What follows belongs to an exercise in optimizing a design on an open flow for small area; a production flow would make more cautious choices.
RTL that was checked went through simulation tests only; none was proved equivalent to the original.
Function not checked in runs 3 and 4: the RTL went through the layout flow alone.

`flow/flow/abc.script`:
```
&get -n
&st
&dch
&nf
&put
buffer -c
topo
stime -c
dnsize -c
```
`flow/flow/run.sh`:
```
#!/bin/bash
set -euo pipefail
export MTMP_ABC_SCRIPT="$PWD/flow/abc.script"
export MTMP_REF_SYNTH="$PWD/synth_recipe.tcl"
bash standard.sh \
  "SYNTH_SCRIPT=$PWD/flow/synth.tcl" \
  "BUFFER_PORTS_ARGS=-buffer_cell sky130_fd_sc_hd__buf_1" \
  "CTS_ARGS=-sink_clustering_enable -repair_clock_nets -dont_use_dummy_load -buf_list sky130_fd_sc_hd__clkbuf_8 -root_buf sky130_fd_sc_hd__clkbuf_8 -sink_clustering_buffer sky130_fd_sc_hd__clkbuf_8 -sink_clustering_size 10" \
  finish > standard.log 2>&1
```
`flow/config.mk`:
```
export PLATFORM = sky130hd
export DESIGN_NAME = mtmp_pow_calc
export DESIGN_NICKNAME = mtmp_pow_calc
export VERILOG_FILES = /design/flow/design.v
export SDC_FILE = /design/flow/constraint.sdc
export NUM_CORES = 4
export LEC_CHECK = 0
export CAP_MARGIN = 20
export CORE_MARGIN = 2
export CORE_UTILIZATION = 65
export SLEW_MARGIN = 20
```
`flow/flow/synth.tcl`:
```
proc abc {args} {
  set i [lsearch -exact $args -script]
  if {$i >= 0} { lset args [expr {$i + 1}] $::env(MTMP_ABC_SCRIPT) }
  yosys abc {*}$args
}
source $::env(MTMP_REF_SYNTH)
```
`flow/design.v`:
```
module mtmp_pow_calc (
  input  logic       clk,
  input  logic       rst_n,
  input  logic       in_vld,
  input  logic [9:0] imoy_i_j,
  input  logic [9:0] imoy_ii_jj,
  input  logic [9:0] divisor,
  input  logic [1:0] pow_sel,
  output logic       out_vld,
  output logic [8:0] mtmp,
  output logic       div0
);
  function automatic logic [8:0] sq_whyb10(input logic [8:0] v);
    logic t1;
    logic t2;
    logic t3;
    logic t4;
    logic t5;
    logic t6;
    logic t7;
    logic t8;
    logic t9;
    logic t10;
    logic t11;
    logic t12;
    logic t13;
    logic t14;
    logic t15;
    logic t16;
    logic t17;
    logic t18;
    logic t19;
    logic t20;
    logic t21;
    logic t22;
    logic t23;
    logic t24;
    logic t25;
    logic t26;
    logic t27;
    logic t28;
    logic t29;
    logic t30;
    logic t31;
    logic t32;
    logic t33;
    logic t34;
    logic t35;
    logic t36;
    logic t37;
    logic t38;
    logic t39;
    logic t40;
    logic t41;
    logic t42;
    logic [17:0] ra, rb, p;
    logic c;
    t1 = (v[0] & v[4]) ^ (v[1] & v[3]) ^ (v[1] & v[2]);
    t2 = ((v[0] & v[4]) & (v[1] & v[3])) | ((v[0] & v[4]) & (v[1] & v[2])) | ((v[1] & v[3]) & (v[1] & v[2]));
    t3 = (v[0] & v[5]) ^ (v[1] & v[4]) ^ (v[3] & ~v[2]);
    t4 = ((v[0] & v[5]) & (v[1] & v[4])) | ((v[0] & v[5]) & (v[3] & ~v[2])) | ((v[1] & v[4]) & (v[3] & ~v[2]));
    t5 = (v[0] & v[6]) ^ (v[1] & v[5]) ^ (v[2] & v[4]);
    t6 = ((v[0] & v[6]) & (v[1] & v[5])) | ((v[0] & v[6]) & (v[2] & v[4])) | ((v[1] & v[5]) & (v[2] & v[4]));
    t7 = (v[0] & v[7]) ^ (v[1] & v[6]) ^ (v[2] & v[5]);
    t8 = ((v[0] & v[7]) & (v[1] & v[6])) | ((v[0] & v[7]) & (v[2] & v[5])) | ((v[1] & v[6]) & (v[2] & v[5]));
    t9 = (v[0] & v[8]) ^ (v[1] & v[7]) ^ (v[2] & v[6]);
    t10 = ((v[0] & v[8]) & (v[1] & v[7])) | ((v[0] & v[8]) & (v[2] & v[6])) | ((v[1] & v[7]) & (v[2] & v[6]));
    t11 = (v[1] & v[8]) ^ (v[2] & v[7]) ^ (v[3] & v[6]);
    t12 = ((v[1] & v[8]) & (v[2] & v[7])) | ((v[1] & v[8]) & (v[3] & v[6])) | ((v[2] & v[7]) & (v[3] & v[6]));
    t13 = (v[2] & v[8]) ^ (v[3] & v[7]) ^ (v[4] & v[6]);
    t14 = ((v[2] & v[8]) & (v[3] & v[7])) | ((v[2] & v[8]) & (v[4] & v[6])) | ((v[3] & v[7]) & (v[4] & v[6]));
    t15 = (v[3] & v[8]) ^ (v[4] & v[7]) ^ (v[6] & ~v[5]);
    t16 = ((v[3] & v[8]) & (v[4] & v[7])) | ((v[3] & v[8]) & (v[6] & ~v[5])) | ((v[4] & v[7]) & (v[6] & ~v[5]));
    t17 = (v[4] & v[8]) ^ (v[5] & v[7]) ^ (v[5] & v[6]);
    t18 = ((v[4] & v[8]) & (v[5] & v[7])) | ((v[4] & v[8]) & (v[5] & v[6])) | ((v[5] & v[7]) & (v[5] & v[6]));
    t19 = t4 ^ t5 ^ (v[2] & v[3]);
    t20 = (t4 & t5) | (t4 & (v[2] & v[3])) | (t5 & (v[2] & v[3]));
    t21 = t6 ^ t7 ^ (v[4] & ~v[3]);
    t22 = (t6 & t7) | (t6 & (v[4] & ~v[3])) | (t7 & (v[4] & ~v[3]));
    t23 = t8 ^ t9 ^ (v[3] & v[5]);
    t24 = (t8 & t9) | (t8 & (v[3] & v[5])) | (t9 & (v[3] & v[5]));
    t25 = t10 ^ t11 ^ (v[5] & ~v[4]);
    t26 = (t10 & t11) | (t10 & (v[5] & ~v[4])) | (t11 & (v[5] & ~v[4]));
    t27 = t12 ^ t13 ^ (v[4] & v[5]);
    t28 = (t12 & t13) | (t12 & (v[4] & v[5])) | (t13 & (v[4] & v[5]));
    t29 = t18 ^ (v[5] & v[8]) ^ (v[7] & ~v[6]);
    t30 = (t18 & (v[5] & v[8])) | (t18 & (v[7] & ~v[6])) | ((v[5] & v[8]) & (v[7] & ~v[6]));
    t31 = t22 ^ t23 ^ (v[3] & v[4]);
    t32 = (t22 & t23) | (t22 & (v[3] & v[4])) | (t23 & (v[3] & v[4]));
    t33 = t28 ^ t14 ^ t15;
    t34 = (t28 & t14) | (t28 & t15) | (t14 & t15);
    t35 = t30 ^ (v[6] & v[8]) ^ (v[6] & v[7]);
    t36 = (t30 & (v[6] & v[8])) | (t30 & (v[6] & v[7])) | ((v[6] & v[8]) & (v[6] & v[7]));
    t37 = t32 ^ t24 ^ t25;
    t38 = (t32 & t24) | (t32 & t25) | (t24 & t25);
    t39 = t34 ^ t16 ^ t17;
    t40 = (t34 & t16) | (t34 & t17) | (t16 & t17);
    t41 = t38 ^ t26 ^ t27;
    t42 = (t38 & t26) | (t38 & t27) | (t26 & t27);
    ra = {(v[7] & v[8]), t36, t35, t40, t39, t42, t41, t37, t31, t20, t19, t2, t1, (v[0] & v[3]), (v[0] & v[2]), (v[1] & ~v[0]), 1'b0, v[0]};
    rb = {1'b0, (v[8] & ~v[7]), 1'b0, t29, 1'b0, t33, 1'b0, 1'b0, 1'b0, t21, 1'b1, t3, 1'b0, (v[2] & ~v[1]), (v[0] & v[1]), 1'b0, 1'b0, 1'b0};
    c = 1'b0;
    for (int i = 0; i < 10; i++) begin
      p[i] = ra[i] ^ rb[i] ^ c;
      c = (ra[i] & rb[i]) | (ra[i] & c) | (rb[i] & c);
    end
    p[17:10] = ra[17:10] + rb[17:10] + {7'd0, c};
    sq_whyb10 = (v >= 9'd362) ? 9'h1ff : p[16:8];
  endfunction
  function automatic logic [8:0] sq_whyb8(input logic [8:0] v);
    logic t1;
    logic t2;
    logic t3;
    logic t4;
    logic t5;
    logic t6;
    logic t7;
    logic t8;
    logic t9;
    logic t10;
    logic t11;
    logic t12;
    logic t13;
    logic t14;
    logic t15;
    logic t16;
    logic t17;
    logic t18;
    logic t19;
    logic t20;
    logic t21;
    logic t22;
    logic t23;
    logic t24;
    logic t25;
    logic t26;
    logic t27;
    logic t28;
    logic t29;
    logic t30;
    logic t31;
    logic t32;
    logic t33;
    logic t34;
    logic t35;
    logic t36;
    logic t37;
    logic t38;
    logic t39;
    logic t40;
    logic t41;
    logic t42;
    logic [17:0] ra, rb, p;
    logic c;
    t1 = (v[0] & v[4]) ^ (v[1] & v[3]) ^ (v[1] & v[2]);
    t2 = ((v[0] & v[4]) & (v[1] & v[3])) | ((v[0] & v[4]) & (v[1] & v[2])) | ((v[1] & v[3]) & (v[1] & v[2]));
    t3 = (v[0] & v[5]) ^ (v[1] & v[4]) ^ (v[3] & ~v[2]);
    t4 = ((v[0] & v[5]) & (v[1] & v[4])) | ((v[0] & v[5]) & (v[3] & ~v[2])) | ((v[1] & v[4]) & (v[3] & ~v[2]));
    t5 = (v[0] & v[6]) ^ (v[1] & v[5]) ^ (v[2] & v[4]);
    t6 = ((v[0] & v[6]) & (v[1] & v[5])) | ((v[0] & v[6]) & (v[2] & v[4])) | ((v[1] & v[5]) & (v[2] & v[4]));
    t7 = (v[0] & v[7]) ^ (v[1] & v[6]) ^ (v[2] & v[5]);
    t8 = ((v[0] & v[7]) & (v[1] & v[6])) | ((v[0] & v[7]) & (v[2] & v[5])) | ((v[1] & v[6]) & (v[2] & v[5]));
    t9 = (v[0] & v[8]) ^ (v[1] & v[7]) ^ (v[2] & v[6]);
    t10 = ((v[0] & v[8]) & (v[1] & v[7])) | ((v[0] & v[8]) & (v[2] & v[6])) | ((v[1] & v[7]) & (v[2] & v[6]));
    t11 = (v[1] & v[8]) ^ (v[2] & v[7]) ^ (v[3] & v[6]);
    t12 = ((v[1] & v[8]) & (v[2] & v[7])) | ((v[1] & v[8]) & (v[3] & v[6])) | ((v[2] & v[7]) & (v[3] & v[6]));
    t13 = (v[2] & v[8]) ^ (v[3] & v[7]) ^ (v[4] & v[6]);
    t14 = ((v[2] & v[8]) & (v[3] & v[7])) | ((v[2] & v[8]) & (v[4] & v[6])) | ((v[3] & v[7]) & (v[4] & v[6]));
    t15 = (v[3] & v[8]) ^ (v[4] & v[7]) ^ (v[6] & ~v[5]);
    t16 = ((v[3] & v[8]) & (v[4] & v[7])) | ((v[3] & v[8]) & (v[6] & ~v[5])) | ((v[4] & v[7]) & (v[6] & ~v[5]));
    t17 = (v[4] & v[8]) ^ (v[5] & v[7]) ^ (v[5] & v[6]);
    t18 = ((v[4] & v[8]) & (v[5] & v[7])) | ((v[4] & v[8]) & (v[5] & v[6])) | ((v[5] & v[7]) & (v[5] & v[6]));
    t19 = t4 ^ t5 ^ (v[2] & v[3]);
    t20 = (t4 & t5) | (t4 & (v[2] & v[3])) | (t5 & (v[2] & v[3]));
    t21 = t6 ^ t7 ^ (v[4] & ~v[3]);
    t22 = (t6 & t7) | (t6 & (v[4] & ~v[3])) | (t7 & (v[4] & ~v[3]));
    t23 = t8 ^ t9 ^ (v[3] & v[5]);
    t24 = (t8 & t9) | (t8 & (v[3] & v[5])) | (t9 & (v[3] & v[5]));
    t25 = t10 ^ t11 ^ (v[5] & ~v[4]);
    t26 = (t10 & t11) | (t10 & (v[5] & ~v[4])) | (t11 & (v[5] & ~v[4]));
    t27 = t12 ^ t13 ^ (v[4] & v[5]);
    t28 = (t12 & t13) | (t12 & (v[4] & v[5])) | (t13 & (v[4] & v[5]));
    t29 = t18 ^ (v[5] & v[8]) ^ (v[7] & ~v[6]);
    t30 = (t18 & (v[5] & v[8])) | (t18 & (v[7] & ~v[6])) | ((v[5] & v[8]) & (v[7] & ~v[6]));
    t31 = t22 ^ t23 ^ (v[3] & v[4]);
    t32 = (t22 & t23) | (t22 & (v[3] & v[4])) | (t23 & (v[3] & v[4]));
    t33 = t28 ^ t14 ^ t15;
    t34 = (t28 & t14) | (t28 & t15) | (t14 & t15);
    t35 = t30 ^ (v[6] & v[8]) ^ (v[6] & v[7]);
    t36 = (t30 & (v[6] & v[8])) | (t30 & (v[6] & v[7])) | ((v[6] & v[8]) & (v[6] & v[7]));
    t37 = t32 ^ t24 ^ t25;
    t38 = (t32 & t24) | (t32 & t25) | (t24 & t25);
    t39 = t34 ^ t16 ^ t17;
    t40 = (t34 & t16) | (t34 & t17) | (t16 & t17);
    t41 = t38 ^ t26 ^ t27;
    t42 = (t38 & t26) | (t38 & t27) | (t26 & t27);
    ra = {(v[7] & v[8]), t36, t35, t40, t39, t42, t41, t37, t31, t20, t19, t2, t1, (v[0] & v[3]), (v[0] & v[2]), (v[1] & ~v[0]), 1'b0, v[0]};
    rb = {1'b0, (v[8] & ~v[7]), 1'b0, t29, 1'b0, t33, 1'b0, 1'b0, 1'b0, t21, 1'b1, t3, 1'b0, (v[2] & ~v[1]), (v[0] & v[1]), 1'b0, 1'b0, 1'b0};
    c = 1'b0;
    for (int i = 0; i < 8; i++) begin
      p[i] = ra[i] ^ rb[i] ^ c;
      c = (ra[i] & rb[i]) | (ra[i] & c) | (rb[i] & c);
    end
    p[17:8] = ra[17:8] + rb[17:8] + {9'd0, c};
    sq_whyb8 = (v >= 9'd362) ? 9'h1ff : p[16:8];
  endfunction
  function automatic logic [10:0] step_bk(input logic [9:0] r, input logic [9:0] ndv);
    logic [10:0] t, nb, s, c;
    logic [11:0] d;
    logic q;
    logic [10:0] g, p; logic [18:1] cg, cp;
    t = {r, 1'b0};
    nb = {1'b1, ndv};
    g = t & nb; p = t ^ nb;
    cg[1] = g[0] | (p[0] & 1'b1); cp[1] = p[0] & 1'b0;
    cg[2] = g[2] | (p[2] & g[1]); cp[2] = p[2] & p[1];
    cg[3] = g[4] | (p[4] & g[3]); cp[3] = p[4] & p[3];
    cg[4] = g[6] | (p[6] & g[5]); cp[4] = p[6] & p[5];
    cg[5] = g[8] | (p[8] & g[7]); cp[5] = p[8] & p[7];
    cg[6] = g[10] | (p[10] & g[9]); cp[6] = p[10] & p[9];
    cg[7] = cg[2] | (cp[2] & cg[1]); cp[7] = cp[2] & cp[1];
    cg[8] = cg[4] | (cp[4] & cg[3]); cp[8] = cp[4] & cp[3];
    cg[9] = cg[6] | (cp[6] & cg[5]); cp[9] = cp[6] & cp[5];
    cg[10] = cg[8] | (cp[8] & cg[7]); cp[10] = cp[8] & cp[7];
    cg[11] = cg[9] | (cp[9] & cg[10]); cp[11] = cp[9] & cp[10];
    cg[12] = cg[3] | (cp[3] & cg[7]); cp[12] = cp[3] & cp[7];
    cg[13] = cg[5] | (cp[5] & cg[10]); cp[13] = cp[5] & cp[10];
    cg[14] = g[1] | (p[1] & cg[1]); cp[14] = p[1] & cp[1];
    cg[15] = g[3] | (p[3] & cg[7]); cp[15] = p[3] & cp[7];
    cg[16] = g[5] | (p[5] & cg[12]); cp[16] = p[5] & cp[12];
    cg[17] = g[7] | (p[7] & cg[10]); cp[17] = p[7] & cp[10];
    cg[18] = g[9] | (p[9] & cg[13]); cp[18] = p[9] & cp[13];
    c[0] = 1'b1;
    c[1] = cg[1];
    c[2] = cg[14];
    c[3] = cg[7];
    c[4] = cg[15];
    c[5] = cg[12];
    c[6] = cg[16];
    c[7] = cg[10];
    c[8] = cg[17];
    c[9] = cg[13];
    c[10] = cg[18];
    q = cg[11];
    s = p ^ c;
    step_bk = {q, q ? s[9:0] : t[9:0]};
  endfunction
  function automatic logic [10:0] step_hyb4(input logic [9:0] r, input logic [9:0] ndv);
    logic [10:0] t, nb, s, c;
    logic [11:0] d;
    logic q;
    t = {r, 1'b0};
    nb = {1'b1, ndv};
    c[0] = 1'b1;
    for (int i = 0; i < 4; i++) begin
      s[i] = t[i] ^ nb[i] ^ c[i];
      c[i+1] = (t[i] & nb[i]) | (t[i] & c[i]) | (nb[i] & c[i]);
    end
    {q, s[10:4]} = {1'b0, t[10:4]} + {1'b0, nb[10:4]} + {7'd0, c[4]};
    step_hyb4 = {q, q ? s[9:0] : t[9:0]};
  endfunction
  logic [10:0] dsub_s0;
  logic [11:0] sub8_s0;
  logic [12:0] ssat_s0;
  logic [9:0] d_s0;
  logic sat_s0;
  logic [9:0] r8_s0;
  logic q8_s0;
  logic [10:0] st7_s0;
  logic q7_s0;
  logic [9:0] r7_s0;
  logic [9:0] ndv_q_s1;
  logic [1:0] ps_q_s1;
  logic sat_q_s1;
  logic [9:0] r_q_s1;
  logic q8_q_s1;
  logic q7_q_s1;
  logic [10:0] st6_s1;
  logic q6_s1;
  logic [9:0] r6_s1;
  logic [10:0] st5_s1;
  logic q5_s1;
  logic [9:0] r5_s1;
  logic [10:0] st4_s1;
  logic q4_s1;
  logic [9:0] r4_s1;
  logic [9:0] ndv_q_s2;
  logic [1:0] ps_q_s2;
  logic sat_q_s2;
  logic [9:0] r_q_s2;
  logic q8_q_s2;
  logic q7_q_s2;
  logic q6_q_s2;
  logic q5_q_s2;
  logic q4_q_s2;
  logic [10:0] st3_s2;
  logic q3_s2;
  logic [9:0] r3_s2;
  logic [10:0] st2_s2;
  logic q2_s2;
  logic [9:0] r2_s2;
  logic [10:0] st1_s2;
  logic q1_s2;
  logic [9:0] r1_s2;
  logic [10:0] st0_s2;
  logic q0_s2;
  logic z_s2;
  logic [8:0] x0_s2;
  logic [8:0] x_q_s3;
  logic [1:0] ps_q_s3;
  logic z_q_s3;
  logic [8:0] x1_s3;
  logic [8:0] x_q_s4;
  logic [1:0] ps_q_s4;
  logic z_q_s4;
  logic [8:0] x2_s4;
  logic p3_s4;
  logic [8:0] x_q_s5;
  logic z_q_s5;
  logic p3_q_s5;
  logic [8:0] x3_s5;
  logic [4:0] vld_q;
  assign dsub_s0 = {1'b0, imoy_i_j} - {1'b0, imoy_ii_jj};
  assign sub8_s0 = {2'b0, imoy_i_j} - {2'b0, imoy_ii_jj} - {2'b0, divisor};
  assign d_s0 = dsub_s0[10] ? 10'd0 : dsub_s0[9:0];
  assign q8_s0 = ~sub8_s0[11];
  assign r8_s0 = q8_s0 ? sub8_s0[9:0] : d_s0;
  assign ssat_s0 = {3'b0, imoy_i_j} - {3'b0, imoy_ii_jj} - {2'b0, divisor, 1'b0};
  assign sat_s0 = ~ssat_s0[12] | (divisor == 10'd0);
  assign st7_s0 = step_bk(r8_s0, ~divisor);
  assign q7_s0 = st7_s0[10];
  assign r7_s0 = st7_s0[9:0];
  assign st6_s1 = step_bk(r_q_s1, ndv_q_s1);
  assign q6_s1 = st6_s1[10];
  assign r6_s1 = st6_s1[9:0];
  assign st5_s1 = step_hyb4(r6_s1, ndv_q_s1);
  assign q5_s1 = st5_s1[10];
  assign r5_s1 = st5_s1[9:0];
  assign st4_s1 = step_bk(r5_s1, ndv_q_s1);
  assign q4_s1 = st4_s1[10];
  assign r4_s1 = st4_s1[9:0];
  assign st3_s2 = step_bk(r_q_s2, ndv_q_s2);
  assign q3_s2 = st3_s2[10];
  assign r3_s2 = st3_s2[9:0];
  assign st2_s2 = step_bk(r3_s2, ndv_q_s2);
  assign q2_s2 = st2_s2[10];
  assign r2_s2 = st2_s2[9:0];
  assign st1_s2 = step_bk(r2_s2, ndv_q_s2);
  assign q1_s2 = st1_s2[10];
  assign r1_s2 = st1_s2[9:0];
  assign st0_s2 = step_bk(r1_s2, ndv_q_s2);
  assign q0_s2 = st0_s2[10];
  assign z_s2 = &ndv_q_s2;
  assign x0_s2 = sat_q_s2 ? 9'h1ff : {q8_q_s2, q7_q_s2, q6_q_s2, q5_q_s2, q4_q_s2, q3_s2, q2_s2, q1_s2, q0_s2};
  assign x1_s3 = (ps_q_s3 != 2'd0) ? sq_whyb10(x_q_s3) : x_q_s3;
  assign x2_s4 = ps_q_s4[1] ? sq_whyb10(x_q_s4) : x_q_s4;
  assign p3_s4 = &ps_q_s4;
  assign x3_s5 = p3_q_s5 ? sq_whyb8(x_q_s5) : x_q_s5;
  always_ff @(posedge clk or negedge rst_n)
    if (!rst_n) vld_q <= '0;
    else vld_q <= {vld_q[3:0], in_vld};
  always_ff @(posedge clk) begin
    ndv_q_s1 <= ~divisor;
    ps_q_s1 <= pow_sel;
    sat_q_s1 <= sat_s0;
    r_q_s1 <= r7_s0;
    q8_q_s1 <= q8_s0;
    q7_q_s1 <= q7_s0;
    ndv_q_s2 <= ndv_q_s1;
    ps_q_s2 <= ps_q_s1;
    sat_q_s2 <= sat_q_s1;
    r_q_s2 <= r4_s1;
    q8_q_s2 <= q8_q_s1;
    q7_q_s2 <= q7_q_s1;
    q6_q_s2 <= q6_s1;
    q5_q_s2 <= q5_s1;
    q4_q_s2 <= q4_s1;
    x_q_s3 <= x0_s2;
    ps_q_s3 <= ps_q_s2;
    z_q_s3 <= z_s2;
    x_q_s4 <= x1_s3;
    ps_q_s4 <= ps_q_s3;
    z_q_s4 <= z_q_s3;
    x_q_s5 <= x2_s4;
    z_q_s5 <= z_q_s4;
    p3_q_s5 <= p3_s4;
  end
  assign out_vld = vld_q[4];
  assign mtmp    = x3_s5;
  assign div0    = z_q_s5;
endmodule
```
`flow/constraint.sdc`:
```
create_clock -name core_clock -period 7.0 [get_ports {clk}]
set_input_delay 1.4000 -clock core_clock [delete_from_list [all_inputs] [get_ports {clk}]]
set_output_delay 1.4000 -clock core_clock [all_outputs]
set_load 0.01 [all_outputs]
```
`flow/standard.sh`:
```
#!/bin/bash
# synth_recipe.tcl (not shown) runs the flow's synth.tcl, then flattens the netlist and writes it again
# the make line also repeats each setting of config.mk as NAME=value (left out here)
make -C /OpenROAD-flow-scripts/flow DESIGN_CONFIG=/design/flow/config.mk WORK_HOME=/design/flow/orfs CLKGATE_MAP_FILE= SYNTH_SCRIPT=/design/flow/synth_recipe.tcl "${@:-finish}"
```
==> impl_results.md, run 1 <==
* Placed Cells at 1182
* Clk buf depth at 2
* Area after DPL at 9530 um2
* Number of flops mapped to enable cells by yosys at 0
* Worst skew pair latency at 0.37 ns
* Chip height at 123 um
* Vias/cell at between 5 and 6
* Io pins at 46
* Syn-to-layout area delta at 7.11%
* Fmax at 0.148 GHz
* Max-cap viol count at 0
* Post-Syn Nets at 1211
* Met1 Usage GRT at a little over a third
* Initial core utilization at 66.2%
* Final setup violation count at 0
* Setup TNS at 0 ns
* H-Tree Depth at 3
* Vias in the first global route at 6916
* Antenna violations before repair at 0
* Detailed placer's ending HPWL at 15400 um
* Final Non-Filler Cells at 1198
* Max-slew headroom at slightly below 50%
* GRT Overall Usage at 26.4%
* Commonest non-fill, non-tap cell in the layout: nand2_1
* Initial DRC count at 420
* Outcome: complete, no violations
* Number of synthesis warnings at 1
* Post-Synthesis Cells at approximately 970
* Syn_area_per_cell at 9.40 um2
* Core Region at 13800 um2
* Crit path arrival time at 7.01 ns
* Routed len/inst at approximately 16 um
* Synth top area cells: fa_1 (21%), dfxtp_1 (19%), ha_1 (15%)
* Largest net degree at the start of global routing at 18
* Period utilization at 96.6%
* Final Critical Period at approximately 6.8 ns
* Post-DRT Antenna Nets at 0
* Ant diodes at 0
* Die area at ~15000 um2
* WL final at 19000 um
* Most frequent cells in the layout: nand2_1 (110), ha_1 (108), fa_1 (93)
* Worst Tran Pin Value at 0.771 ns
* Clock Pin Slew Worst Setup and Hold Paths at around 0.1 ns
* Setup CP Type: flop to flop
* PortBufs at 45
* Crit-path max FO at 11
* Worst Hold Class: flop to flop
* DRT Pass-1 Iters at 4
* Final Hold Fails at 0
* Routing usage on met2 at 45.3%
* Root buf cell: clkbuf_8
* Design Area, Final at 9800 um2
* Fraction of layout cells with a size suffix above 1 at between 10% and 20%
* TritonCTS clock tree: done
* Seq cells post-synth at 93
* Die Width at 123 um
* Hold path cells at 0
* Row count at 43
* CTS Buf Count at 9
* Skew final at 0.0331 ns
* First-pass GRT wire length at 32000 um
* Final Max Slew Viols at 0
* Mapped Area at 9150 um2
* Sink Count at between 90 and 100
* Library cells used by synthesis at 46
* Top-area cell type share of the netlist area at 20.6%
* Met3 usage at 3.86%
* Cts hold-fix bufs at 0
* Routability cong. at just over 0.9
* Via count at slightly below 7000
* CP required at 7.25 ns
* Drc violations at 0
* Post-synth ARST share at 5.38%
* Crit start category: flop
* Register area share after synthesis at 20.6%
* Synth Flop Type: dfxtp_1
* GR Overflow Total at 0
* Crit. End Element: flop
* GR peak layer: met2
* R2R depth at 27
* Yosys top cell by area: fa_1
* RSZ-0062 raised after global routing: true
* Nets at ~1300
## through the flow
step	hold WS [ns]	utilization [%]	worst slack, ns
3_3_place_gp	0.310	68.9	-0.0845
5_1_grt	0.296	70.9	-0.210
3_5_place_dp	0.313	68.9	-0.294
4_1_cts	0.292	70.1	0.0230
6_report	0.296	70.9	0.241
2_1_floorplan	0.310	-	0.592
## worst max-delay path, stage by stage (launching register included)
cell and delay [ns]:
dfxtp_2 0.35, ha_1 0.34, nand3_1 0.11, a211oi_2 0.26
o211ai_1 0.13, a21bo_2 0.24, nand2_1 0.10, mux2_2 0.37
fa_1 0.41, fa_1 0.41, fa_2 0.38, nand3_1 0.09
nand2_1 0.08, a21oi_1 0.15, o21bai_1 0.12, a21boi_2 0.28
buf_4 0.18, mux2_2 0.34, ha_1 0.32, a21o_1 0.17
a31o_2 0.24, a21o_1 0.20, a21o_1 0.20, a31o_2 0.28
a221oi_2 0.25, o21ai_0 0.12, buf_4 0.20, mux2_2 0.29
## final timing paths
check | startpoint | to | slack [ns]
worst max-delay path | ndv_q_s1[2] | r_q_s2[8] | 0.24
worst min-delay path | q8_q_s1 | q8_q_s2 | 0.30
worst max register to register | ndv_q_s1[2] | r_q_s2[8] | 0.24
worst min register to register | q8_q_s1 | q8_q_s2 | 0.30
max in group asynchronous | rst_n | vld_q[0] | 5.93
min in group asynchronous | rst_n | vld_q[3] | 0.84
## final cells by class
cell class	instances	area, um2
fill	1115	4030
tap	180	225
sequential	93	1890
clock buffer	9	124
inverter	91	342
multi-input combinational	759	6890
timing repair buffer	66	327
## flip-flops by register name (all words and copies together), names as in the netlist, 2 cells and up
register,count
ps_q_s2,2
ps_q_s3,2
ndv_q_s2,10
x_q_s5,9
x_q_s3,9
ndv_q_s1,10
r_q_s1,10
ps_q_s4,2
ps_q_s1,2
r_q_s2,10
vld_q,5
x_q_s4,9
## Yosys cell counts (all sizes together), types with 26 or more instances
master,count
a21oi,69
inv,91
and2,49
nor2,27
o21ai,30
xnor2,29
dfxtp,88
clkbuf,26
xor2,40
ha,109
fa,94
nand2,111
mux2,38
## repair_timing
item,CTS,global route
pin swaps,1,5
resized for setup,5,20
buffers inserted,2,5
endpoints found under the setup margin,1,22
## logic make-up after synthesis
| kind of cell | after synthesis | synth area share, % |
|---|---|---|
| buffers and inverters | 121 | 4.99 |
| adder cells (fa/ha/maj) | 206 | 35.8 |
| AO/OA/AOI/OAI | 188 | 13.3 |
| AND/OR/NAND/NOR | 250 | 13.1 |
| flip-flops | 93 | 20.6 |
| XOR/XNOR | 69 | 6.61 |
| multiplexers | 46 | 5.55 |
## per-layer routing
layer	vias up	part of all wire, %
li1	3373	-
met1	3457	46
met2	97	50
met3	18	2.7
met4	0	1.1
met5	-	0
==> inputs of run 2 (changes only) <==
--- a/flow/design.v
+++ b/flow/design.v
@@ -245,20 +245,6 @@
     s = p ^ c;
     step_bk = {q, q ? s[9:0] : t[9:0]};
   endfunction
-  function automatic logic [10:0] step_hyb4(input logic [9:0] r, input logic [9:0] ndv);
-    logic [10:0] t, nb, s, c;
-    logic [11:0] d;
-    logic q;
-    t = {r, 1'b0};
-    nb = {1'b1, ndv};
-    c[0] = 1'b1;
-    for (int i = 0; i < 4; i++) begin
-      s[i] = t[i] ^ nb[i] ^ c[i];
-      c[i+1] = (t[i] & nb[i]) | (t[i] & c[i]) | (nb[i] & c[i]);
-    end
-    {q, s[10:4]} = {1'b0, t[10:4]} + {1'b0, nb[10:4]} + {7'd0, c[4]};
-    step_hyb4 = {q, q ? s[9:0] : t[9:0]};
-  endfunction
   logic [10:0] dsub_s0;
   logic [11:0] sub8_s0;
   logic [12:0] ssat_s0;
@@ -333,7 +319,7 @@
   assign st6_s1 = step_bk(r_q_s1, ndv_q_s1);
   assign q6_s1 = st6_s1[10];
   assign r6_s1 = st6_s1[9:0];
-  assign st5_s1 = step_hyb4(r6_s1, ndv_q_s1);
+  assign st5_s1 = step_bk(r6_s1, ndv_q_s1);
   assign q5_s1 = st5_s1[10];
   assign r5_s1 = st5_s1[9:0];
   assign st4_s1 = step_bk(r5_s1, ndv_q_s1);
==> flow/flow/abc.script (replaced) <==
&get -n
&st
&dch
&nf
&put
buffer -c
topo
stime -c
upsize -c
dnsize -c
--- a/flow/config.mk
+++ b/flow/config.mk
@@ -7,5 +7,5 @@
 export LEC_CHECK = 0
 export CAP_MARGIN = 20
 export CORE_MARGIN = 2
-export CORE_UTILIZATION = 65
+export CORE_UTILIZATION = 55
 export SLEW_MARGIN = 20
==> impl_results.md, run 2 <==
* Design Area, Final at 10100 um2 (was 9800 um2)
* CP required at 7.23 ns (was 7.25 ns)
* TritonCTS clock tree: done (unchanged)
* Initial core utilization at 56.3% (was 66.2%)
* Drc violations at 0 (unchanged)
* Area after DPL at 9890 um2 (was 9530 um2)
* Critical Path Slowest Stage Cell: mux2_2 (was fa_1)
* Die area at 18000 um2 (was 15000 um2)
* H-Tree Depth at 3 (unchanged)
* Largest net degree at the start of global routing at 17 (was 18)
* Vias/cell at 5.31 (was 5.80)
* Crit start category: flop (unchanged)
* Post-Syn Nets at 1247 (was 1211)
* Cts hold-fix bufs at 0 (unchanged)
* Ant diodes at 0 (unchanged)
* Skew final at 0.0304 ns (was 0.0331 ns)
* Row count at 47 (was 43)
* Most frequent cells in the layout: nand2_1 (113), ha_1 (113), inv_1 (99) (was nand2_1 (110), ha_1 (108), fa_1 (93))
* Post-synth ARST share at 5.38% (unchanged)
* Register area share after synthesis at 20.2% (was 20.6%)
* Seq cells post-synth at 93 (unchanged)
* Syn-to-layout area delta at 7.92% (was 7.11%)
* CP peak stage delay at 0.39 ns (was 0.41 ns)
* Mapped Area at 9330 um2 (was 9150 um2)
* Number of synthesis warnings at 1 (unchanged)
* Min Hold Slack at 0.296 ns (about the same)
* Crit path arrival time at 6.77 ns (was 7.01 ns)
* # fillers at 1508 (was 1115)
* RSZ-0062 raised after global routing: true (unchanged)
* Routability cong. at 0.797 (was 0.912)
* Post-Synthesis Cells at 1007 (was 973)
* First-pass GRT wire length at 32700 um (was 32000 um)
* Outcome: complete, no violations (unchanged)
* GRT Overall Usage at 22.1% (was 26.4%)
* Fraction of layout cells with a size suffix above 1 at 9.30% (was 10.4%)
* Vias in the first global route at 6934 (was 6916)
* Root buf cell: clkbuf_8 (unchanged)
* Sink Count at 93 (unchanged)
* Initial DRC count at 241 (was 420)
* Crit-path max FO at 8 (was 11)
* Yosys top cell by area: fa_1 (unchanged)
* Detailed placer's ending HPWL at 15200 um (was 15400 um)
* CTS Buf Count at 9 (unchanged)
* Nets at 1307 (was 1258)
* Worst Tran Pin Value at 0.487 ns (was 0.771 ns)
* Synth top area cells: fa_1 (20%), dfxtp_1 (19%), ha_1 (15%) (was fa_1 (21%), dfxtp_1 (19%), ha_1 (15%))
* Antenna violations before repair at 0 (unchanged)
* Period utilization at 93.4% (was 96.6%)
* Clk buf depth at 2 (unchanged)
* Worst path bufs/invs at 2 (unchanged)
* Syn_area_per_cell at 9.27 um2 (was 9.40 um2)
* Final Non-Filler Cells at 1285 (was 1198)
* Placed Cells at 1270 (was 1182)
* Final Max Slew Viols at 0 (unchanged)
* Number of flops mapped to enable cells by yosys at 0 (unchanged)
* Worst skew pair latency at 0.36 ns (was 0.37 ns)
* Max-slew headroom at 67.2% (was 48.1%)
* Final setup violation count at 0 (unchanged)
* Final Critical Period at 6.54 ns (was 6.76 ns)
* PortBufs at 45 (unchanged)
* Final Hold Fails at 0 (unchanged)
* Most numerous cell in the Yosys netlist: nand2_1 (unchanged)
* Die Width at 134 um (was 123 um)
* DRT Pass-1 Iters at 6 (was 4)
* Post-DRT Antenna Nets at 0 (unchanged)
* WL final at 18100 um (was 19000 um)
* Io pins at 46 (unchanged)
* Clock Pin Slew Worst Setup and Hold Paths at 0.10 ns (about the same)
* GR Overflow Total at 0 (unchanged)
* Worst Hold Class: flop to flop (unchanged)
* Setup CP Type: flop to flop (unchanged)
* Core Region at 16600 um2 (was 13800 um2)
* Routed len/inst at 14.1 um (was 15.9 um)
* Synth Flop Type: dfxtp_1 (unchanged)
* Library cells used by synthesis at 54 (was 46)
* Top delay family on crit path: compound AO/OA/AOI/OAI gates (unchanged)
* Fmax at 0.153 GHz (was 0.148 GHz)
* Setup TNS at 0 ns (unchanged)
* Top post-synthesis cells by count: nand2_1 (115), ha_1 (113), inv_1 (99), fa_1 (92), dfxtp_1 (88) (was nand2_1 (111), ha_1 (109), fa_1 (94), inv_1 (91), dfxtp_1 (88))
* Via count at 6817 (was 6945)
* Chip height at 134 um (was 123 um)
* Max-cap viol count at 0 (unchanged)
* Crit. End Element: flop (unchanged)
* Top-area cell type share of the netlist area at 19.7% (was 20.6%)
## run 2: changes by cell type in the layout (fill, tap and decap cells not counted), moves of 4 or more
| cell | change |
|---|---|
| xor2_1 | -6 |
| mux2_4 | +5 |
| dfxtp_2 | -4 |
| dfxtp_1 | +4 |
| inv_1 | +8 |
| a21oi_1 | +8 |
| buf_4 | +14 |
| ha_1 | +5 |
| o21ai_0 | +5 |
| mux2_2 | -12 |
| xnor2_1 | +8 |
| nor2_1 | +10 |
## run 2: cell families after synthesis
family	Yosys count	share of synthesized area [%]
compound gates	196	13.8
xor+xnor	71	6.66
fa+ha+maj	208	35.2
buf+inv	131	5.39
flops	93	20.2
mux	41	5.03
simple gates	267	13.7
## run 2: cell type report
cell class | instances | area (um2) | share of cell area, %
Sequential cell | 93 | 1890 | 18.7
Clock buffer | 9 | 124 | 1.23
Timing Repair Buffer | 81 | 452 | 4.48
Tap cell | 220 | 275 | 2.73
Multi-Input combinational cell | 783 | 6960 | 69.1
Inverter | 99 | 372 | 3.69
## run 2: final timing paths
| path | endpoint | depth (start not counted) | from | slack, ns |
|---|---|---|---|---|
| max | x_q_s3[0] | 31 | ndv_q_s2[4] | 0.46 |
| min | q7_q_s2 | 0 | q7_q_s1 | 0.30 |
| max reg2reg | x_q_s3[0] | 31 | ndv_q_s2[4] | 0.46 |
| min reg2reg | q7_q_s2 | 0 | q7_q_s1 | 0.30 |
| max in group asynchronous | vld_q[3] | 1 | rst_n | 5.88 |
| min in group asynchronous | vld_q[2] | 1 | rst_n | 0.90 |
## run 2: repair_timing
action                     in CTS  in global routing
setup buffers                   0                  6
resized for setup               0                  8
hold endpoints to repair        0                  0
setup endpoints to repair       0                  5
## run 2: metal layers
layer	global-route usage (%)	share of wire (%)
met5	0	0
met4	3.98	0.82
met3	3.48	2.0
met2	35.8	47
met1	31.7	50
## run 2: worst register-to-register path: cells and delay by family (launching register included)
kind | cells | cell delay (ns)
AOI/OAI and AO/OA | 16 | 2.73
adders and majority gates | 4 | 1.25
muxes | 3 | 1.08
and+or+nand+nor | 6 | 0.70
DFF | 1 | 0.33
buffers and inverters | 2 | 0.32
## run 2: stage by stage
stage / util [%] / worst slack (ns)
floorplan: - / 0.180
global placement: 59.6 / 0.441
detailed placement: 59.6 / 0.201
CTS: 60.4 / 0.179
global route: 60.7 / -0.0672
finish: 60.7 / 0.462
==> inputs of run 3 (changes only) <==
--- a/flow/design.v
+++ b/flow/design.v
@@ -10,103 +10,6 @@
   output logic [8:0] mtmp,
   output logic       div0
 );
-  function automatic logic [8:0] sq_whyb10(input logic [8:0] v);
-    logic t1;
-    logic t2;
-    logic t3;
-    logic t4;
-    logic t5;
-    logic t6;
-    logic t7;
-    logic t8;
-    logic t9;
-    logic t10;
-    logic t11;
-    logic t12;
-    logic t13;
-    logic t14;
-    logic t15;
-    logic t16;
-    logic t17;
-    logic t18;
-    logic t19;
-    logic t20;
-    logic t21;
-    logic t22;
-    logic t23;
-    logic t24;
-    logic t25;
-    logic t26;
-    logic t27;
-    logic t28;
-    logic t29;
-    logic t30;
-    logic t31;
-    logic t32;
-    logic t33;
-    logic t34;
-    logic t35;
-    logic t36;
-    logic t37;
-    logic t38;
-    logic t39;
-    logic t40;
-    logic t41;
-    logic t42;
-    logic [17:0] ra, rb, p;
-    logic c;
-    t1 = (v[0] & v[4]) ^ (v[1] & v[3]) ^ (v[1] & v[2]);
-    t2 = ((v[0] & v[4]) & (v[1] & v[3])) | ((v[0] & v[4]) & (v[1] & v[2])) | ((v[1] & v[3]) & (v[1] & v[2]));
-    t3 = (v[0] & v[5]) ^ (v[1] & v[4]) ^ (v[3] & ~v[2]);
-    t4 = ((v[0] & v[5]) & (v[1] & v[4])) | ((v[0] & v[5]) & (v[3] & ~v[2])) | ((v[1] & v[4]) & (v[3] & ~v[2]));
-    t5 = (v[0] & v[6]) ^ (v[1] & v[5]) ^ (v[2] & v[4]);
-    t6 = ((v[0] & v[6]) & (v[1] & v[5])) | ((v[0] & v[6]) & (v[2] & v[4])) | ((v[1] & v[5]) & (v[2] & v[4]));
-    t7 = (v[0] & v[7]) ^ (v[1] & v[6]) ^ (v[2] & v[5]);
-    t8 = ((v[0] & v[7]) & (v[1] & v[6])) | ((v[0] & v[7]) & (v[2] & v[5])) | ((v[1] & v[6]) & (v[2] & v[5]));
-    t9 = (v[0] & v[8]) ^ (v[1] & v[7]) ^ (v[2] & v[6]);
-    t10 = ((v[0] & v[8]) & (v[1] & v[7])) | ((v[0] & v[8]) & (v[2] & v[6])) | ((v[1] & v[7]) & (v[2] & v[6]));
-    t11 = (v[1] & v[8]) ^ (v[2] & v[7]) ^ (v[3] & v[6]);
-    t12 = ((v[1] & v[8]) & (v[2] & v[7])) | ((v[1] & v[8]) & (v[3] & v[6])) | ((v[2] & v[7]) & (v[3] & v[6]));
-    t13 = (v[2] & v[8]) ^ (v[3] & v[7]) ^ (v[4] & v[6]);
-    t14 = ((v[2] & v[8]) & (v[3] & v[7])) | ((v[2] & v[8]) & (v[4] & v[6])) | ((v[3] & v[7]) & (v[4] & v[6]));
-    t15 = (v[3] & v[8]) ^ (v[4] & v[7]) ^ (v[6] & ~v[5]);
-    t16 = ((v[3] & v[8]) & (v[4] & v[7])) | ((v[3] & v[8]) & (v[6] & ~v[5])) | ((v[4] & v[7]) & (v[6] & ~v[5]));
-    t17 = (v[4] & v[8]) ^ (v[5] & v[7]) ^ (v[5] & v[6]);
-    t18 = ((v[4] & v[8]) & (v[5] & v[7])) | ((v[4] & v[8]) & (v[5] & v[6])) | ((v[5] & v[7]) & (v[5] & v[6]));
-    t19 = t4 ^ t5 ^ (v[2] & v[3]);
-    t20 = (t4 & t5) | (t4 & (v[2] & v[3])) | (t5 & (v[2] & v[3]));
-    t21 = t6 ^ t7 ^ (v[4] & ~v[3]);
-    t22 = (t6 & t7) | (t6 & (v[4] & ~v[3])) | (t7 & (v[4] & ~v[3]));
-    t23 = t8 ^ t9 ^ (v[3] & v[5]);
-    t24 = (t8 & t9) | (t8 & (v[3] & v[5])) | (t9 & (v[3] & v[5]));
-    t25 = t10 ^ t11 ^ (v[5] & ~v[4]);
-    t26 = (t10 & t11) | (t10 & (v[5] & ~v[4])) | (t11 & (v[5] & ~v[4]));
-    t27 = t12 ^ t13 ^ (v[4] & v[5]);
-    t28 = (t12 & t13) | (t12 & (v[4] & v[5])) | (t13 & (v[4] & v[5]));
-    t29 = t18 ^ (v[5] & v[8]) ^ (v[7] & ~v[6]);
-    t30 = (t18 & (v[5] & v[8])) | (t18 & (v[7] & ~v[6])) | ((v[5] & v[8]) & (v[7] & ~v[6]));
-    t31 = t22 ^ t23 ^ (v[3] & v[4]);
-    t32 = (t22 & t23) | (t22 & (v[3] & v[4])) | (t23 & (v[3] & v[4]));
-    t33 = t28 ^ t14 ^ t15;
-    t34 = (t28 & t14) | (t28 & t15) | (t14 & t15);
-    t35 = t30 ^ (v[6] & v[8]) ^ (v[6] & v[7]);
-    t36 = (t30 & (v[6] & v[8])) | (t30 & (v[6] & v[7])) | ((v[6] & v[8]) & (v[6] & v[7]));
-    t37 = t32 ^ t24 ^ t25;
-    t38 = (t32 & t24) | (t32 & t25) | (t24 & t25);
-    t39 = t34 ^ t16 ^ t17;
-    t40 = (t34 & t16) | (t34 & t17) | (t16 & t17);
-    t41 = t38 ^ t26 ^ t27;
-    t42 = (t38 & t26) | (t38 & t27) | (t26 & t27);
-    ra = {(v[7] & v[8]), t36, t35, t40, t39, t42, t41, t37, t31, t20, t19, t2, t1, (v[0] & v[3]), (v[0] & v[2]), (v[1] & ~v[0]), 1'b0, v[0]};
-    rb = {1'b0, (v[8] & ~v[7]), 1'b0, t29, 1'b0, t33, 1'b0, 1'b0, 1'b0, t21, 1'b1, t3, 1'b0, (v[2] & ~v[1]), (v[0] & v[1]), 1'b0, 1'b0, 1'b0};
-    c = 1'b0;
-    for (int i = 0; i < 10; i++) begin
-      p[i] = ra[i] ^ rb[i] ^ c;
-      c = (ra[i] & rb[i]) | (ra[i] & c) | (rb[i] & c);
-    end
-    p[17:10] = ra[17:10] + rb[17:10] + {7'd0, c};
-    sq_whyb10 = (v >= 9'd362) ? 9'h1ff : p[16:8];
-  endfunction
   function automatic logic [8:0] sq_whyb8(input logic [8:0] v);
     logic t1;
     logic t2;
@@ -245,6 +148,20 @@
     s = p ^ c;
     step_bk = {q, q ? s[9:0] : t[9:0]};
   endfunction
+  function automatic logic [10:0] step_hyb4(input logic [9:0] r, input logic [9:0] ndv);
+    logic [10:0] t, nb, s, c;
+    logic [11:0] d;
+    logic q;
+    t = {r, 1'b0};
+    nb = {1'b1, ndv};
+    c[0] = 1'b1;
+    for (int i = 0; i < 4; i++) begin
+      s[i] = t[i] ^ nb[i] ^ c[i];
+      c[i+1] = (t[i] & nb[i]) | (t[i] & c[i]) | (nb[i] & c[i]);
+    end
+    {q, s[10:4]} = {1'b0, t[10:4]} + {1'b0, nb[10:4]} + {7'd0, c[4]};
+    step_hyb4 = {q, q ? s[9:0] : t[9:0]};
+  endfunction
   logic [10:0] dsub_s0;
   logic [11:0] sub8_s0;
   logic [12:0] ssat_s0;
@@ -296,16 +213,13 @@
   logic [1:0] ps_q_s3;
   logic z_q_s3;
   logic [8:0] x1_s3;
+  logic [8:0] x2_s3;
+  logic p3_s3;
   logic [8:0] x_q_s4;
-  logic [1:0] ps_q_s4;
   logic z_q_s4;
-  logic [8:0] x2_s4;
-  logic p3_s4;
-  logic [8:0] x_q_s5;
-  logic z_q_s5;
-  logic p3_q_s5;
-  logic [8:0] x3_s5;
-  logic [4:0] vld_q;
+  logic p3_q_s4;
+  logic [8:0] x3_s4;
+  logic [3:0] vld_q;
   assign dsub_s0 = {1'b0, imoy_i_j} - {1'b0, imoy_ii_jj};
   assign sub8_s0 = {2'b0, imoy_i_j} - {2'b0, imoy_ii_jj} - {2'b0, divisor};
   assign d_s0 = dsub_s0[10] ? 10'd0 : dsub_s0[9:0];
@@ -319,7 +233,7 @@
   assign st6_s1 = step_bk(r_q_s1, ndv_q_s1);
   assign q6_s1 = st6_s1[10];
   assign r6_s1 = st6_s1[9:0];
-  assign st5_s1 = step_bk(r6_s1, ndv_q_s1);
+  assign st5_s1 = step_hyb4(r6_s1, ndv_q_s1);
   assign q5_s1 = st5_s1[10];
   assign r5_s1 = st5_s1[9:0];
   assign st4_s1 = step_bk(r5_s1, ndv_q_s1);
@@ -338,13 +252,13 @@
   assign q0_s2 = st0_s2[10];
   assign z_s2 = &ndv_q_s2;
   assign x0_s2 = sat_q_s2 ? 9'h1ff : {q8_q_s2, q7_q_s2, q6_q_s2, q5_q_s2, q4_q_s2, q3_s2, q2_s2, q1_s2, q0_s2};
-  assign x1_s3 = (ps_q_s3 != 2'd0) ? sq_whyb10(x_q_s3) : x_q_s3;
-  assign x2_s4 = ps_q_s4[1] ? sq_whyb10(x_q_s4) : x_q_s4;
-  assign p3_s4 = &ps_q_s4;
-  assign x3_s5 = p3_q_s5 ? sq_whyb8(x_q_s5) : x_q_s5;
+  assign x1_s3 = (ps_q_s3 != 2'd0) ? sq_whyb8(x_q_s3) : x_q_s3;
+  assign x2_s3 = ps_q_s3[1] ? sq_whyb8(x1_s3) : x1_s3;
+  assign p3_s3 = &ps_q_s3;
+  assign x3_s4 = p3_q_s4 ? sq_whyb8(x_q_s4) : x_q_s4;
   always_ff @(posedge clk or negedge rst_n)
     if (!rst_n) vld_q <= '0;
-    else vld_q <= {vld_q[3:0], in_vld};
+    else vld_q <= {vld_q[2:0], in_vld};
   always_ff @(posedge clk) begin
     ndv_q_s1 <= ~divisor;
     ps_q_s1 <= pow_sel;
@@ -364,14 +278,11 @@
     x_q_s3 <= x0_s2;
     ps_q_s3 <= ps_q_s2;
     z_q_s3 <= z_s2;
-    x_q_s4 <= x1_s3;
-    ps_q_s4 <= ps_q_s3;
+    x_q_s4 <= x2_s3;
     z_q_s4 <= z_q_s3;
-    x_q_s5 <= x2_s4;
-    z_q_s5 <= z_q_s4;
-    p3_q_s5 <= p3_s4;
+    p3_q_s4 <= p3_s3;
   end
-  assign out_vld = vld_q[4];
-  assign mtmp    = x3_s5;
-  assign div0    = z_q_s5;
+  assign out_vld = vld_q[3];
+  assign mtmp    = x3_s4;
+  assign div0    = z_q_s4;
 endmodule
==> flow/flow/abc.script (replaced) <==
&get -n
&st
&dch
&nf
&put
buffer -c
topo
stime -c
dnsize -c
==> impl_results.md, run 3 <==
* Vias/cell at 5.29 (was 5.31)
* TritonCTS clock tree: done (unchanged)
* DRT Pass-1 Iters at 4 (was 6)
* Post-Syn Nets at 1227 (was 1247)
* Worst Hold Class: flop to flop (unchanged)
* Root buf cell: clkbuf_8 (unchanged)
* Io pins at 46 (unchanged)
* FF-to-FF Start: x_q_s3[6] (was ndv_q_s2[4])
* Period utilization at 97.2% (was 93.4%)
* Number of flops mapped to enable cells by yosys at 0 (unchanged)
* Initial core utilization at 56.3% (about the same)
* Yosys top cell by area: fa_1 (unchanged)
* Register area share after synthesis at 18.1% (was 20.2%)
* Ant diodes at 0 (unchanged)
* Sink Count at 80 (was 93)
* GRT Overall Usage at 21.6% (was 22.1%)
* Fmax at 0.147 GHz (was 0.153 GHz)
* Outcome: complete, no violations (unchanged)
* GR Overflow Total at 0 (unchanged)
* Max-cap viol count at 0 (unchanged)
* H-Tree Depth at 3 (unchanged)
* FF-to-FF End: x_q_s4[8] (was x_q_s3[0])
* Top post-synthesis cells by count: inv_1 (113), ha_1 (105), fa_1 (94), nand2_1 (92), dfxtp_1 (76) (was nand2_1 (115), ha_1 (113), inv_1 (99), fa_1 (92), dfxtp_1 (88))
* Synth Flop Type: dfxtp_1 (unchanged)
* Final setup violation count at 0 (unchanged)
* Library cells used by synthesis at 51 (was 54)
* Via count at 6918 (was 6817)
* # fillers at 1480 (was 1508)
* Crit. End Element: flop (unchanged)
* Post-synth ARST share at 5.00% (was 5.38%)
* Core Region at 15900 um2 (was 16600 um2)
* Post-DRT Antenna Nets at 0 (unchanged)
* Syn_area_per_cell at 9.01 um2 (was 9.27 um2)
* Most numerous cell in the Yosys netlist: inv_1 (was nand2_1)
* Row count at 46 (was 47)
* Skew final at 0.0221 ns (was 0.0304 ns)
* Clock Pin Slew Worst Setup and Hold Paths at 0.09 ns (was 0.10 ns)
* Top-area cell type share of the netlist area at 21.0% (was 19.7%)
* Hold path cells at 0 (unchanged)
* Largest net degree at the start of global routing at 16 (was 17)
* Routed len/inst at 13.9 um (was 14.1 um)
* Mapped Area at 8940 um2 (was 9330 um2)
* Final Max Slew Viols at 0 (unchanged)
* Fin worst setup slack at 0.195 ns (was 0.462 ns)
* Clk buf depth at 2 (unchanged)
* Worst Tran Pin Value at 0.860 ns (was 0.487 ns)
* Synth top area cells: fa_1 (21%), dfxtp_1 (17%), ha_1 (15%) (was fa_1 (20%), dfxtp_1 (19%), ha_1 (15%))
* Detailed placer's ending HPWL at 14800 um (was 15200 um)
* Setup TNS at 0 ns (unchanged)
* CP required at 7.28 ns (was 7.23 ns)
* Final Hold Fails at 0 (unchanged)
* Chip height at 132 um (was 134 um)
* Seq cells post-synth at 80 (was 93)
* Nets at 1327 (was 1307)
* Post-Synthesis Cells at 993 (was 1007)
* CP peak stage delay at 0.48 ns (was 0.39 ns)
* R2R setup slack at 0.20 ns (was 0.46 ns)
* Crit-path max FO at 4 (was 8)
* Pre-CTS setup slack at 0.0122 ns (was 0.201 ns)
* Initial DRC count at 259 (was 241)
* Max-slew headroom at 42.7% (was 67.2%)
* Crit path arrival time at 7.08 ns (was 6.77 ns)
* Min Hold Slack at 0.332 ns (was 0.296 ns)
* Antenna violations before repair at 0 (unchanged)
* Setup CP Type: flop to flop (unchanged)
* RSZ-0062 raised after global routing: true (unchanged)
* Vias in the first global route at 6720 (was 6934)
* Number of synthesis warnings at 1 (unchanged)
* Final Critical Period at 6.80 ns (was 6.54 ns)
* Syn-to-layout area delta at 13.2% (was 7.92%)
* WL final at 18200 um (was 18100 um)
* Crit start category: flop (unchanged)
* Critical Path Slowest Stage Cell: fa_1 (was mux2_2)
* Worst Hold End: ps_q_s2[1] (was q7_q_s2)
* Routability cong. at 0.834 (was 0.797)
* Fraction of layout cells with a size suffix above 1 at 15.0% (was 9.30%)
* CTS Buf Count at 9 (unchanged)
* Worst Min Path Start: ps_q_s1[1] (was q7_q_s1)
* Most frequent cells in the layout: inv_1 (110), ha_1 (103), nand2_1 (92) (was nand2_1 (113), ha_1 (113), inv_1 (99))
* Commonest non-fill, non-tap cell in the layout: inv_1
* Die Width at 132 um (was 134 um)
* First-pass GRT wire length at 31300 um (was 32700 um)
* R2R depth at 29 (was 31)
* Die area at 17300 um2 (was 18000 um2)
* Worst skew pair latency at 0.36 ns (about the same)
* Drc violations at 0 (unchanged)
* PortBufs at 45 (unchanged)
run 3: cell types whose count changed after synthesis, moves of 5 or more:
| cell | previous run | this run |
|---|---|---|
| a21oi_1 | 74 | 68 |
| a2bb2oi_1 | 0 | 9 |
| and2_1 | 50 | 35 |
| dfxtp_1 | 88 | 76 |
| ha_1 | 113 | 105 |
| inv_1 | 99 | 113 |
| mux2_4 | 5 | 0 |
| mux2i_1 | 9 | 14 |
| nand2_1 | 115 | 92 |
| nor2_1 | 36 | 54 |
| o21ai_0 | 34 | 39 |
| o22a_1 | 25 | 11 |
| o22ai_1 | 0 | 10 |
| or2_2 | 6 | 11 |
run 3: kinds of logic after synthesis:
| kind of cell | count (synthesis) | share of synthesized area (%) |
|---|---|---|
| and+or+nand+nor | 256 | 13.8 |
| adders and majority gates | 201 | 36.0 |
| AOI/OAI and AO/OA | 196 | 13.8 |
| buffers and inverters | 144 | 6.04 |
| DFF | 80 | 18.1 |
| xor gates and xnor gates | 74 | 7.25 |
| muxes | 42 | 5.09 |
run 3: per-stage QoR:
stage	utilization [%]	cells	area (um2)
3_5_place_dp	61.5	1288	9770
5_1_grt	63.7	1307	10100
3_3_place_gp	61.5	1288	9770
4_1_cts	62.3	1298	9900
6_report	63.7	1307	10100
2_1_floorplan	-	993	8990
run 3: final cells by class:
| cell class | count | area [um2] | area share (%) |
|---|---|---|---|
| clock buffer | 9 | 124 | 1.22 |
| inverter | 114 | 428 | 4.23 |
| multi-input combinational | 770 | 6950 | 68.7 |
| sequential | 80 | 1630 | 16.1 |
| tap | 216 | 270 | 2.67 |
| timing repair buffer | 118 | 717 | 7.08 |
run 3: how the worst max path moves through the flow:
| stage | from | endpoint | slack (ns) | cells after the start |
|---|---|---|---|---|
| after CTS | x_q_s3[1] | x_q_s4[8] | 0.004 | 28 |
| final | x_q_s3[6] | x_q_s4[8] | 0.20 | 29 |
| after global routing | x_q_s3[8] | x_q_s4[8] | -0.19 | 29 |
| after detailed placement | x_q_s3[1] | x_q_s4[8] | 0.01 | 29 |
| after floorplan | x_q_s3[8] | x_q_s4[8] | 0.01 | 30 |
| after global placement | x_q_s3[1] | x_q_s4[8] | 0.10 | 28 |
run 3: metal layers:
layer / part of all wire [%] / GRT usage, %
met2: 47 / 35.8
met5: 0 / 0
met4: 1.4 / 5.19
met3: 2.5 / 2.78
met1: 50 / 30.2
run 3: timing repair:
action,CTS,global route
hold buffers,0,0
gates resized for setup,0,44
pin swaps,0,26
cloned,0,1
setup endpoints to repair,1,16
setup buffers,1,8
run 3: worst max-delay path: cells and delay by family, from the launching register on:
family / cells / cell delay, ns
flops: 1 / 0.34
buf+inv: 4 / 0.24
compound gates: 6 / 0.83
simple gates: 6 / 0.71
fa+ha+maj: 10 / 4.16
xor+xnor: 3 / 0.45
==> inputs of run 4 (changes only) <==
--- a/flow/design.v
+++ b/flow/design.v
@@ -212,7 +212,8 @@
   logic [8:0] x_q_s3;
   logic [1:0] ps_q_s3;
   logic z_q_s3;
-  logic [8:0] x1_s3;
+  logic [8:0] y1_s3;
+  logic [8:0] y2_s3;
   logic [8:0] x2_s3;
   logic p3_s3;
   logic [8:0] x_q_s4;
@@ -252,8 +253,9 @@
   assign q0_s2 = st0_s2[10];
   assign z_s2 = &ndv_q_s2;
   assign x0_s2 = sat_q_s2 ? 9'h1ff : {q8_q_s2, q7_q_s2, q6_q_s2, q5_q_s2, q4_q_s2, q3_s2, q2_s2, q1_s2, q0_s2};
-  assign x1_s3 = (ps_q_s3 != 2'd0) ? sq_whyb8(x_q_s3) : x_q_s3;
-  assign x2_s3 = ps_q_s3[1] ? sq_whyb8(x1_s3) : x1_s3;
+  assign y1_s3 = sq_whyb8(x_q_s3);
+  assign y2_s3 = sq_whyb8(y1_s3);
+  assign x2_s3 = (ps_q_s3 == 2'd0) ? x_q_s3 : ps_q_s3[1] ? y2_s3 : y1_s3;
   assign p3_s3 = &ps_q_s3;
   assign x3_s4 = p3_q_s4 ? sq_whyb8(x_q_s4) : x_q_s4;
   always_ff @(posedge clk or negedge rst_n)
==> impl_results.md, run 4 <==
* Outcome: complete, no violations (unchanged)
* Worst Tran Pin Value at 0.635 ns (was 0.860 ns)
* Ant diodes at 0 (unchanged)
* Adder-Cell Fraction of Synth Area at 35.5% (was 36.0%)
* Mapped Area at 9080 um2 (was 8940 um2)
* CTS Buf Count at 9 (unchanged)
* Final setup violation count at 0 (unchanged)
* Clk buf depth at 2 (unchanged)
* Seq cells post-synth at 80 (unchanged)
* Post-Synthesis Cells at 1034 (was 993)
* Drc violations at 0 (unchanged)
* Met3 usage at 3.03% (was 2.78%)
* Nets at 1377 (was 1327)
* Clock Pin Slew Worst Setup and Hold Paths at 0.09 ns (about the same)
* Post-Syn Nets at 1268 (was 1227)
* Sink Count at 80 (unchanged)
* TritonCTS clock tree: done (unchanged)
* Vias in the first global route at 7029 (was 6720)
* Worst Hold End: q7_q_s2 (was ps_q_s2[1])
* Met1 Usage GRT at 31.7% (was 30.2%)
* Die Width at 132 um (about the same)
* Row count at 46 (unchanged)
* Largest net degree at the start of global routing at 17 (was 16)
* Fmax at 0.149 GHz (was 0.147 GHz)
* DRT Pass-1 Iters at 8 (was 4)
* Antenna violations before repair at 0 (unchanged)
* Max-slew headroom at 57.5% (was 42.7%)
* Routability cong. at 0.838 (was 0.834)
* WL final at 19100 um (was 18200 um)
* Largest family of logic cells by synthesized area: adder cells (unchanged)
* FF-to-FF Start: x_q_s3[7] (was x_q_s3[6])
* Worst path bufs/invs at 4 (unchanged)
* Die area at 17600 um2 (was 17300 um2)
* Post-synth ARST share at 5.00% (unchanged)
* Synth top area cells: fa_1 (21%), dfxtp_1 (17%), ha_1 (14%) (was fa_1 (21%), dfxtp_1 (17%), ha_1 (15%))
* Compound-Gate Fraction of Synth Area at 13.1% (was 13.8%)
* Worst skew pair latency at 0.36 ns (about the same)
* Initial core utilization at 56.7% (was 56.3%)
* # fillers at 1479 (was 1480)
* Simple-Gate Fraction of Synth Area at 16.2% (was 13.8%)
* Yosys top cell by area: fa_1 (unchanged)
* Mux contribution to synthesized area at 4.56% (was 5.09%)
* Crit. End Element: flop (unchanged)
* Final Hold Fails at 0 (unchanged)
* Setup TNS at 0 ns (unchanged)
* Synth Flop Type: dfxtp_1 (unchanged)
* Max-cap viol count at 0 (unchanged)
* Final Critical Period at 6.71 ns (was 6.80 ns)
* FF-to-FF End: x_q_s4[8] (unchanged)
* Period utilization at 95.9% (was 97.2%)
* Crit path arrival time at 6.97 ns (was 7.08 ns)
* Initial DRC count at 335 (was 259)
* Skew final at 0.0262 ns (was 0.0221 ns)
* Library cells used by synthesis at 51 (unchanged)
* Critical Path Slowest Stage Cell: fa_1 (unchanged)
* Util after Layout at 64.6% (was 63.7%)
* Worst Min Path Start: q7_q_s1 (was ps_q_s1[1])
* Routing usage on met2 at 38.1% (was 35.8%)
* Vias/cell at 5.28 (was 5.29)
* Most numerous cell in the Yosys netlist: nand2_1 (was inv_1)
* Core Region at 16000 um2 (was 15900 um2)
* Fraction of layout cells with a size suffix above 1 at 15.5% (was 15.0%)
* Number of synthesis warnings at 1 (unchanged)
* CP peak stage delay at 0.55 ns (was 0.48 ns)
* R2R setup slack at 0.29 ns (was 0.20 ns)
* GR Overflow Total at 0 (unchanged)
* GR peak layer: met2 (unchanged)
* Final Max Slew Viols at 0 (unchanged)
* Chip height at 132 um (about the same)
* Most frequent cells in the layout: nand2_1 (119), inv_1 (110), ha_1 (101) (was inv_1 (110), ha_1 (103), nand2_1 (92))
* Cts hold-fix bufs at 0 (unchanged)
* CP required at 7.26 ns (was 7.28 ns)
* Crit-path max FO at 4 (unchanged)
* Root buf cell: clkbuf_8 (unchanged)
* Top-area cell type share of the netlist area at 20.7% (was 21.0%)
* Number of flops mapped to enable cells by yosys at 0 (unchanged)
* GRT Overall Usage at 22.8% (was 21.6%)
* PortBufs at 45 (unchanged)
* R2R depth at 28 (was 29)
* Syn-to-layout area delta at 13.8% (was 13.2%)
* Syn_area_per_cell at 8.78 um2 (was 9.01 um2)
* Post-DRT Antenna Nets at 0 (unchanged)
* Register area share after synthesis at 17.9% (was 18.1%)
* Routed len/inst at 14.0 um (was 13.9 um)
* H-Tree Depth at 3 (unchanged)
* First-pass GRT wire length at 33000 um (was 31300 um)
* Commonest non-fill, non-tap cell in the layout: nand2_1 (was inv_1)
* Via count at 7162 (was 6918)
* Io pins at 46 (unchanged)
* Detailed placer's ending HPWL at 16000 um (was 14800 um)
* Top post-synthesis cells by count: nand2_1 (120), inv_1 (112), ha_1 (105), fa_1 (94), dfxtp_1 (76) (was inv_1 (113), ha_1 (105), fa_1 (94), nand2_1 (92), dfxtp_1 (76))
* Post-synthesis xor/xnor area fraction at 6.85% (was 7.25%)
* Worst Hold Class: flop to flop (unchanged)
* Min Hold Slack at 0.305 ns (was 0.332 ns)
* Setup CP Type: flop to flop (unchanged)
* Crit start category: flop (unchanged)
* Hold path cells at 0 (unchanged)
* Top delay family on crit path: adder cells (unchanged)
## run 4: changes by cell type after synthesis, sizes merged, moves of 4 or more
cell	change
o221ai	+6
a2bb2oi	-9
o22ai	-10
xnor2	-4
a21oi	+6
nand2b	-7
nor2	+18
nand2	+28
and2	+7
nor2b	-5
a211oi	+6
o21ai	-7
## run 4: how the worst max path moves through the flow
stage / start / to / slack, ns / depth (start not counted)
after global placement: x_q_s3[8] / x_q_s4[8] / 0.05 / 29
after detailed placement: x_q_s3[0] / x_q_s4[8] / -0.04 / 28
final: x_q_s3[7] / x_q_s4[8] / 0.29 / 28
after CTS: ndv_q_s1[4] / r_q_s2[6] / 0.003 / 27
after global routing: ndv_q_s2[2] / x_q_s3[0] / -0.07 / 32
after floorplan: x_q_s3[8] / x_q_s4[8] / -0.02 / 30
## run 4: kinds of logic after synthesis
logic type,after synthesis
xor gates and xnor gates,71
buffers and inverters,142
adders and majority gates,202
AOI/OAI and AO/OA,189
and+or+nand+nor,312
DFF,80
muxes,38
## run 4: routing by layer
layer | part of all wire [%] | vias up
met3 | 2.6 | 20
met2 | 48 | 94
li1 | - | 3667
met1 | 48 | 3381
met4 | 1.3 | 0
met5 | 0 | -
## run 4: layout make-up
cell class	instances	area, um2	share of cell area, %
repair buffers	128	800	7.74
clock buffers	9	124	1.20
multi-input cells	812	7090	68.6
flip-flops and latches	80	1620	15.7
well taps	216	270	2.62
inverters	112	420	4.07
## run 4: per-stage QoR
step | worst slack, ns | instances | area [um2]
final | 0.287 | 1357 | 10300
after global routing | -0.0733 | 1357 | 10300
after CTS | 0.00335 | 1350 | 10100
after detailed placement | -0.0423 | 1340 | 9990
after global placement | 0.0518 | 1340 | 9990
after floorplan | -0.0231 | 1034 | 9110
## run 4: repair_timing
action / 4_1_cts / 5_1_grt
cloned: 0 / 1
pin swaps: 0 / 20
resized for setup: 0 / 44
setup endpoints to repair: 1 / 16
setup buffers: 1 / 6

==> what the ideal ports hide <==
No port has a modelled driver above. Below, the same layouts with a new extraction and two added sets of constraints. Step 1 sets driving cells, clkbuf_16 on the clock port and buf_2 on the other inputs (assumed; they add their load-dependent delay and slew). Step 2, shift: input delay + t, output delay - t, t = (earliest + latest rising clock arrival at the registers) / 2. This alone moves slack from input paths to output paths. Three values: no drivers, after step 1, after step 2; two values: the first two.
run | t, ns | slack for setup (ns) | worst setup path after step 2
run 1 | 0.396 | 0.241 / 0.241 / -0.052 | input to register
run 2 | 0.390 | 0.462 / 0.462 / 0.457 | input to register
run 3 | 0.393 | 0.195 / 0.195 / 0.195 | register to register
run 4 | 0.383 | 0.287 / 0.287 / 0.102 | input to register
Met with ideal ports but missed after step 2: setup timing in run 1. The setup slack of run 1, which loses most, moves by 0.000 ns with the drivers and by -0.293 ns with both steps.
